Source: an optimization exercise on an open RTL-to-GDS flow (aim: small area and a short achievable clock period). Production flows keep margins and buffers that such runs may drop. In this exercise RTL edits were held to simulation tests only and were not proved equivalent to the original.

<file path="flow/config.mk">
export PLATFORM = sky130hd
export DESIGN_NAME = fp16_fma_top
export DESIGN_NICKNAME = fp16_fma_top
export VERILOG_FILES = /design/flow/design.v
export SDC_FILE = /design/flow/constraint.sdc
export NUM_CORES = 4
export LEC_CHECK = 0
export CAP_MARGIN = 20
export CORE_MARGIN = 2
export CORE_UTILIZATION = 40
export SLEW_MARGIN = 20
</file>
<file path="flow/constraint.sdc">
create_clock -name core_clock -period 8.0 [get_ports {clk}]
set_input_delay 1.6000 -clock core_clock [delete_from_list [all_inputs] [get_ports {clk}]]
set_output_delay 1.6000 -clock core_clock [all_outputs]
set_load 0.01 [all_outputs]
</file>
<file path="flow/design.v">
`default_nettype none
package fp16_pkg;
    typedef struct packed {
        logic       sign;
        logic [4:0] exp;         
        logic [9:0] frac;        
    } fp16_t;
    typedef struct packed {
        logic is_nan;
        logic is_inf;
        logic is_zero;
    } fp16_class_t;
endpackage
`default_nettype wire
`default_nettype none
package fma_pkg;
    typedef struct packed {
        logic       sign;
        logic [4:0] exp;
        logic [9:0] frac;
    } fp16_t;
    typedef struct packed {
        logic is_nan;
        logic is_inf;
        logic is_zero;
    } fp16_class_t;
    typedef enum logic [1:0] {PROD_NONE, PROD_NAN, PROD_INF, PROD_ZERO} prod_special_t;
    typedef enum logic [1:0] {SPEC_NAN, SPEC_INF, SPEC_PASS_C} special_kind_t;
    typedef struct packed {
        logic signed [6:0]     exp_sum;      
        logic                  sign;         
        logic [10:0]           sig_a;        
        logic [10:0]           sig_b;
        fp16_class_t           c_class;
        fp16_t                 c;
        prod_special_t         prod_special;
    } unpacked_t;
    typedef struct packed {
        logic signed [6:0] exp;              
        logic              sign;
        logic [47:0]       mag;              
        logic              special;
    } sum_t;
    typedef struct packed {
        logic [30:0]   pad;
        special_kind_t kind;
        logic [4:0]    exp;                  
        logic [9:0]    frac;
    } special_payload_t;
endpackage
`default_nettype wire
`timescale 1ns/1ns
`default_nettype none
module fp16_unpack (
    input  logic               clk,
    input  logic               rst_n,
    input  logic               in_valid,
    input  fp16_pkg::fp16_t    a,
    input  fp16_pkg::fp16_t    b,
    input  fp16_pkg::fp16_t    c,
    output fma_pkg::unpacked_t stage,
    output logic               stage_valid
);
    fp16_pkg::fp16_class_t cls_a;
    fp16_pkg::fp16_class_t cls_b;
    logic [6:0]            eff_exp_a;
    logic [6:0]            eff_exp_b;
    fma_pkg::unpacked_t    next_stage;
    always_comb begin
        cls_a.is_nan  = (a.exp == 5'h1f) && (a.frac != '0);
        cls_a.is_inf  = (a.exp == 5'h1f) && (a.frac == '0);
        cls_a.is_zero = (a.exp == '0) && (a.frac == '0);
        cls_b.is_nan  = (b.exp == 5'h1f) && (b.frac != '0);
        cls_b.is_inf  = (b.exp == 5'h1f) && (b.frac == '0);
        cls_b.is_zero = (b.exp == '0) && (b.frac == '0);
        eff_exp_a = (a.exp == '0) ? 7'd1 : {2'b00, a.exp};     
        eff_exp_b = (b.exp == '0) ? 7'd1 : {2'b00, b.exp};
        next_stage.exp_sum = eff_exp_a + eff_exp_b - 7'(15);
        next_stage.sign    = a.sign ^ b.sign;
        next_stage.sig_a   = {a.exp != '0, a.frac};
        next_stage.sig_b   = {b.exp != '0, b.frac};
        next_stage.c_class.is_nan  = (c.exp == 5'h1f) && (c.frac != '0);
        next_stage.c_class.is_inf  = (c.exp == 5'h1f) && (c.frac == '0);
        next_stage.c_class.is_zero = (c.exp == '0) && (c.frac == '0);
        next_stage.c       = c;
        if (cls_a.is_nan || cls_b.is_nan || (cls_a.is_inf && cls_b.is_zero) ||
            (cls_a.is_zero && cls_b.is_inf)) begin
            next_stage.prod_special = fma_pkg::PROD_NAN;
        end else if (cls_a.is_inf || cls_b.is_inf) begin
            next_stage.prod_special = fma_pkg::PROD_INF;
        end else if (cls_a.is_zero || cls_b.is_zero) begin
            next_stage.prod_special = fma_pkg::PROD_ZERO;
        end else begin
            next_stage.prod_special = fma_pkg::PROD_NONE;
        end
    end
    always_ff @(posedge clk) begin
        stage <= next_stage;
    end
    always_ff @(posedge clk or negedge rst_n) begin
        if (!rst_n) begin
            stage_valid <= 1'b0;
        end else begin
            stage_valid <= in_valid;
        end
    end
endmodule
`default_nettype wire
`timescale 1ns/1ns
`default_nettype none
module fma_multiply_align (
    input  logic               clk,
    input  logic               rst_n,
    input  fma_pkg::unpacked_t stage,
    input  logic               stage_valid,
    output fma_pkg::sum_t      sum,
    output logic               sum_valid
);
    localparam logic signed [6:0] ZERO_C_EXP = 7'h40;   
    logic [21:0]               product;
    logic [4:0]                prod_lead;
    logic [21:0]               prod_norm;
    logic signed [6:0]         prod_exp;
    logic [10:0]               c_sig;
    logic [3:0]                c_lead;
    logic [10:0]               c_norm;
    logic signed [6:0]         c_exp;
    logic                      special;
    fma_pkg::special_kind_t    kind;
    logic [21:0]               s2_prod_mant;
    logic signed [6:0]         s2_prod_exp;
    logic                      s2_prod_sign;
    logic [10:0]               s2_c_mant;
    logic signed [6:0]         s2_c_exp;
    fp16_pkg::fp16_t           s2_c;
    logic                      s2_special;
    fma_pkg::special_kind_t    s2_kind;
    logic                      s2_valid;
    logic [47:0]               prod_field;
    logic [47:0]               c_field;
    logic [47:0]               big_field;
    logic [47:0]               small_field;
    logic                      prod_bigger;
    logic [7:0]                exp_diff;
    fma_pkg::special_payload_t spec;
    fma_pkg::sum_t             next_sum;
    always_comb begin
        product   = stage.sig_a * stage.sig_b;
        prod_lead = '0;
        for (int i = 0; i < 22; i++) begin
            if (product[i]) begin
                prod_lead = 5'(i);
            end
        end
        prod_norm = product << (5'd21 - prod_lead);          
        prod_exp  = stage.exp_sum + 7'(prod_lead) - 7'd20;
        c_sig  = {stage.c.exp != '0, stage.c.frac};
        c_lead = '0;
        for (int j = 0; j < 11; j++) begin
            if (c_sig[j]) begin
                c_lead = 4'(j);
            end
        end
        c_norm = c_sig << (4'd10 - c_lead);
        if (stage.c_class.is_zero) begin
            c_exp = ZERO_C_EXP;
        end else begin
            c_exp = ((stage.c.exp == '0) ? 7'd1 : {2'b00, stage.c.exp}) + 7'(c_lead) - 7'd10;
        end
        special = 1'b1;
        kind    = fma_pkg::SPEC_PASS_C;
        if (stage.prod_special == fma_pkg::PROD_NAN || stage.c_class.is_nan) begin
            kind = fma_pkg::SPEC_NAN;
        end else if (stage.prod_special == fma_pkg::PROD_INF && stage.c_class.is_inf &&
                     stage.sign != stage.c.sign) begin
            kind = fma_pkg::SPEC_NAN;                        
        end else if (stage.prod_special == fma_pkg::PROD_INF) begin
            kind = fma_pkg::SPEC_INF;
        end else if (!stage.c_class.is_inf && stage.prod_special != fma_pkg::PROD_ZERO) begin
            special = 1'b0;
        end
    end
    always_ff @(posedge clk) begin
        s2_prod_mant <= prod_norm;
        s2_prod_exp  <= prod_exp;
        s2_prod_sign <= stage.sign;
        s2_c_mant    <= c_norm;
        s2_c_exp     <= c_exp;
        s2_c         <= stage.c;
        s2_special   <= special;
        s2_kind      <= kind;
    end
    always_comb begin
        prod_field  = {1'b0, s2_prod_mant, 25'b0};           
        c_field     = {1'b0, s2_c_mant, 36'b0};
        prod_bigger = (s2_prod_exp > s2_c_exp) ||
                      ((s2_prod_exp == s2_c_exp) && (prod_field >= c_field));
        if (prod_bigger) begin
            exp_diff      = 8'(s2_prod_exp) - 8'(s2_c_exp);
            big_field     = prod_field;
            small_field   = c_field >> exp_diff;
            next_sum.exp  = s2_prod_exp;
            next_sum.sign = s2_prod_sign;
        end else begin
            exp_diff      = 8'(s2_c_exp) - 8'(s2_prod_exp);
            big_field     = c_field;
            small_field   = prod_field >> exp_diff;
            next_sum.exp  = s2_c_exp;
            next_sum.sign = s2_c.sign;
        end
        if (s2_prod_sign == s2_c.sign) begin
            next_sum.mag = big_field + small_field;
        end else begin
            next_sum.mag = big_field - small_field;          
        end
        next_sum.special = s2_special;
        spec.pad  = '0;
        spec.kind = s2_kind;
        spec.exp  = s2_c.exp;
        spec.frac = s2_c.frac;
        if (s2_special) begin
            next_sum.sign = (s2_kind == fma_pkg::SPEC_INF) ? s2_prod_sign : s2_c.sign;
            next_sum.mag  = spec;
            next_sum.exp  = '0;
        end
    end
    always_ff @(posedge clk) begin
        sum <= next_sum;
    end
    always_ff @(posedge clk or negedge rst_n) begin
        if (!rst_n) begin
            s2_valid  <= 1'b0;
            sum_valid <= 1'b0;
        end else begin
            s2_valid  <= stage_valid;
            sum_valid <= s2_valid;
        end
    end
endmodule
`default_nettype wire
`timescale 1ns/1ns
`default_nettype none
module fma_normalize_pack (
    input  logic            clk,
    input  logic            rst_n,
    input  fma_pkg::sum_t   sum,
    input  logic            sum_valid,
    output fp16_pkg::fp16_t result,
    output logic            out_valid
);
    fma_pkg::special_payload_t spec;
    logic [5:0]                lead;
    logic [47:0]               mag;
    logic signed [8:0]         exp_n;
    logic [8:0]                sub_shift;
    fp16_pkg::fp16_t           packed_res;
    always_comb begin
        spec  = sum.mag;
        mag   = sum.mag;
        exp_n = 9'(sum.exp);                                 
        lead  = '0;
        for (int i = 0; i < 48; i++) begin
            if (mag[i]) begin
                lead = 6'(i);
            end
        end
        if (mag[47]) begin                                   
            mag   = mag >> 1;
            exp_n = exp_n + 9'sd1;
        end else begin
            mag   = mag << (6'd46 - lead);
            exp_n = exp_n - 9'(6'd46 - lead);
        end
        sub_shift       = '0;
        packed_res.sign = sum.sign;
        packed_res.exp  = exp_n[4:0];
        packed_res.frac = mag[45:36];
        if (mag == '0) begin
            packed_res = 16'h0000;                         
        end else if (exp_n >= 9'sd31) begin
            packed_res.exp  = 5'h1f;
            packed_res.frac = '0;
        end else if (exp_n <= 9'sd0) begin
            sub_shift       = 9'(9'sd1 - exp_n);
            packed_res.exp  = '0;
            packed_res.frac = 10'(mag[46:36] >> sub_shift);
        end
        if (sum.special) begin
            case (spec.kind)
                fma_pkg::SPEC_NAN: packed_res = 16'h7e00;
                fma_pkg::SPEC_INF: packed_res = {sum.sign, 5'h1f, 10'b0};
                default:           packed_res = {sum.sign, spec.exp, spec.frac};
            endcase
        end
    end
    always_ff @(posedge clk or negedge rst_n) begin
        if (!rst_n) begin
            result    <= 16'h0000;
            out_valid <= 1'b0;
        end else begin
            result    <= packed_res;
            out_valid <= sum_valid;
        end
    end
endmodule
`default_nettype wire
`timescale 1ns/1ns
`default_nettype none
module fp16_fma_top (
    input  logic            clk,
    input  logic            rst_n,
    input  logic            in_valid,
    input  fp16_pkg::fp16_t a,
    input  fp16_pkg::fp16_t b,
    input  fp16_pkg::fp16_t c,
    output fp16_pkg::fp16_t result,
    output logic            out_valid
);
    fma_pkg::unpacked_t stage;
    logic               stage_valid;
    fma_pkg::sum_t      sum;
    logic               sum_valid;
    fp16_unpack u_unpack (
        .clk         (clk),
        .rst_n       (rst_n),
        .in_valid    (in_valid),
        .a           (a),
        .b           (b),
        .c           (c),
        .stage       (stage),
        .stage_valid (stage_valid)
    );
    fma_multiply_align u_multiply_align (
        .clk         (clk),
        .rst_n       (rst_n),
        .stage       (stage),
        .stage_valid (stage_valid),
        .sum         (sum),
        .sum_valid   (sum_valid)
    );
    fma_normalize_pack u_normalize_pack (
        .clk       (clk),
        .rst_n     (rst_n),
        .sum       (sum),
        .sum_valid (sum_valid),
        .result    (result),
        .out_valid (out_valid)
    );
endmodule
`default_nettype wire
</file>
<file path="flow/run.sh">
#!/bin/bash
# synth_recipe.tcl (not shown) runs the flow's synth.tcl, then flattens the netlist and writes it again
# the make line also repeats each setting of config.mk as NAME=value (left out here)
make -C /OpenROAD-flow-scripts/flow DESIGN_CONFIG=/design/flow/config.mk WORK_HOME=/design/flow/orfs CLKGATE_MAP_FILE= SYNTH_SCRIPT=/design/flow/synth_recipe.tcl finish
</file>
==> results.ini <==
[detailed_routing]
drt_wl_total_um=93100
firstDrtPassIters=6
drt-wirelength-per-cell_um=23.7
vias=24500
ant_nets=0
vias_per_cell=6.23
drcViolationCount=0
drtIter0Drc=2743

[critical_path]
critPathKind=flop to flop
worstPathRequired_ns=8.42
cp.arrival_ns=7.99
cp_max_fo=10
start_kind=flop
path_common_cell=inv_1
crit_path_max_incr_delay_ns=0.63
path_buf_inv=6
crit_slowest_cell=or4b_2
crit_path_end_kind=flop
critical_path.top_delay_family=adder cells

[global_route]
grt.overflow.total=0
grt_max_degree=76
track_usage_pct=29.8
grt_pass1_vias=23000
grt_pass1_wl_um=140000
antenna_found_initial=2

[synth]
synth-seq-cells=195
ys.flop_type=dfxtp_1
yosysSeqAreaShare_pct=16.9
synth_cell_type_count=104
synth_nets=3335
ys_warn_count=3
synth.cell_area_sq_um=23700
synth_cells=3047
syn_avg_cell_area_sq_um=7.78
synth_edf_count=0
async_flop_share_pct=10.3

[final_layout]
fillers=5920
utilization_pct=45.9
drive_gt1_share_pct=11.9
instances_no_fill=3927
area_growth_pct=13.9
final_nets=3428

[cts]
clk_transition_reported_paths_ns=0.09
cts_sinks=195
cts_root_buffer=clkbuf_16
clock_path_buffers=2
cts-buffers-inserted=17
insertion_delay_ns=0.50
hold_buffers=0
htree_levels=4
cts_tree=built

[sta]
worst_slew_pin_slew_ns=1.13
fmax_mhz=132
fin_worst_skew_ns=0.0264
final-setup-viol-count=0
final_hold_viol_count=0
period_needed_ns=7.57
relSlewSlack_pct=24.2
drv_slew=0
period_share_pct=94.6

[placement]
gp_congestion=1.10
placed_cells=3880
dp_hpwl_um=75100
port_buffers=67

[floorplanning]
rows=89
die_w_um=247
initial_core_util_pct=40.3
core_sq_um=58800
die_y_um=247
dieArea_sq_um=61200
ios=68

[hold_path]
hold_class=flop to flop

[flow_run]
maxCapViolCount=0

[status]
status=timing/DRC/antenna clean

-- timing repair --
action                                  CTS  global route
setup buffers                             0            14
pin swaps                                 0            27
gates resized for setup                   2            53
endpoints found under the setup margin    2            15
-- through the flow --
| step | cell area [sq um] | setup slack (ns) | setup TNS (ns) | hold WS [ns] |
|---|---|---|---|---|
| floorplan | 23700 | 0.272 | 0 | 0.331 |
| finish | 27000 | 0.432 | 0 | 0.360 |
| global route | 27000 | -0.171 | -0.883 | 0.370 |
| CTS | 26700 | 0.0644 | 0 | 0.360 |
| detailed placement | 26000 | 0.0214 | 0 | 0.339 |
| global placement | 26000 | 0.301 | 0 | 0.333 |
-- layout make-up --
cell class | count | area (sq um) | area share (%)
multi-input combinational | 2447 | 18400 | 68.1
clock buffer | 17 | 425 | 1.58
clock inverter | 15 | 243 | 0.900
sequential | 195 | 4010 | 14.8
inverter | 221 | 833 | 3.09
tap | 773 | 967 | 3.58
timing repair buffer | 258 | 2130 | 7.89
antenna | 1 | 2.50 | 0.00927
-- worst paths after layout --
kind	start	endpoint	slack (ns)	cells after the start
max in group asynchronous	rst_n	u_normalize_pack.result[4]	5.89	1
worst max register to register	u_unpack.stage[36]	u_multiply_align.s2_prod_exp[6]	0.43	27
worst max-delay path	u_unpack.stage[36]	u_multiply_align.s2_prod_exp[6]	0.43	27
min in group asynchronous	rst_n	u_normalize_pack.result[15]	1.58	1
worst min-delay path	u_multiply_align.sum_valid	u_normalize_pack.out_valid	0.36	0
worst min register to register	u_multiply_align.sum_valid	u_normalize_pack.out_valid	0.36	0
-- sequential cells by signal (all words and copies together), names as in the netlist --
register,cells
u_multiply_align.s2_c,16
u_multiply_align.s2_prod_mant,22
u_unpack.stage_valid,1
u_multiply_align.s2_c_mant,11
u_multiply_align.s2_prod_sign,1
u_multiply_align.sum,57
u_multiply_align.sum_valid,1
u_unpack.stage,51
u_multiply_align.s2_prod_exp,7
u_multiply_align.s2_valid,1
u_multiply_align.s2_kind,2
u_multiply_align.s2_c_exp,7
u_normalize_pack.result,16
u_normalize_pack.out_valid,1
u_multiply_align.s2_special,1
-- synthesized netlist by cell type, types with 89 or more instances --
master	count	area, sq um
nor3_1	104	521
nand2_1	211	792
ha_1	150	1880
and2_1	158	988
inv_1	216	811
dfxtp_1	175	3500
nand3_1	89	445
mux2i_1	159	1590
a21oi_1	180	901
clkbuf_1	134	503
o21ai_0	145	726
nor2_1	240	901
-- worst register-to-register path: cells and delay by family (launching register included) --
kind / cells / cell delay, ns
buffers and inverters: 6 / 0.39
xor gates and xnor gates: 1 / 0.13
DFF: 1 / 0.33
adders and majority gates: 8 / 3.37
and+or+nand+nor: 5 / 1.74
AOI/OAI and AO/OA: 7 / 1.51
-- metal layers --
metal	part of all wire [%]	routed length [um]	track usage, %	vias up
li1	-	-	-	11300
met1	45	42100	42.7	11800
met2	42	38900	43.9	1201
met3	10	9690	7.69	156
met4	2.5	2360	8.52	4
met5	0.026	24	0.477	-
-- placed cells by master, fill, tap and decap left out, drive strengths merged, types with 34 or more instances in the layout --
cell and n:
mux2 45, and2 158, nand2 212, mux2i 159, xor2 50, ha 150
a21oi 180, nand3 90, o22ai 36, o21ai 159, dfxtp 175, inv 228
buf 191, nor2 240, a31oi 36, nor2b 36, xnor2 69, fa 87
nor3 105, a211oi 51, and3 34, clkdlybuf4s50 67
-- cells by family (layout without fill, tap and decap cells) --
group                    after synthesis  in the layout  share of synthesized area, %
AO/OA/AOI/OAI                        831            831                          24.2
adder cells (fa/ha/maj)              237            237                          15.3
AND/OR/NAND/NOR                     1042           1042                          22.3
other                                  0              1                             0
buffers and inverters                405            511                          6.63
XOR/XNOR                             119            119                          4.46
flip-flops                           195            195                          16.9
multiplexers                         218            218                          10.2

afterwards: timing with drivers on the ports:
No port has a modelled driver above. Below, the same layout with a new extraction and two added sets of constraints. Step 1 sets driving cells, clkbuf_16 on the clock port and buf_2 on the other inputs (assumed; they add their load-dependent delay and slew). Step 2 adds t to the input delays and takes it off the output delays; t is the mean of the earliest and latest rising clock arrival at the registers after step 1. Input paths then give back, and output paths get back, about the clock's delay inside the block. Slacks: no drivers / after step 1 / after step 2; pairs: no drivers / after step 1.
t (ns): 0.552
setup WS [ns]: 0.432 / 0.432 / 0.432
clock arrival spread, ns: 0.028 / 0.028
worst register clock-pin slew, ns: 0.10 / 0.10
After both steps setup and hold are still met in this run. For this run, drivers alone change the setup slack by 0.000 ns; drivers and shift together by 0.000 ns.
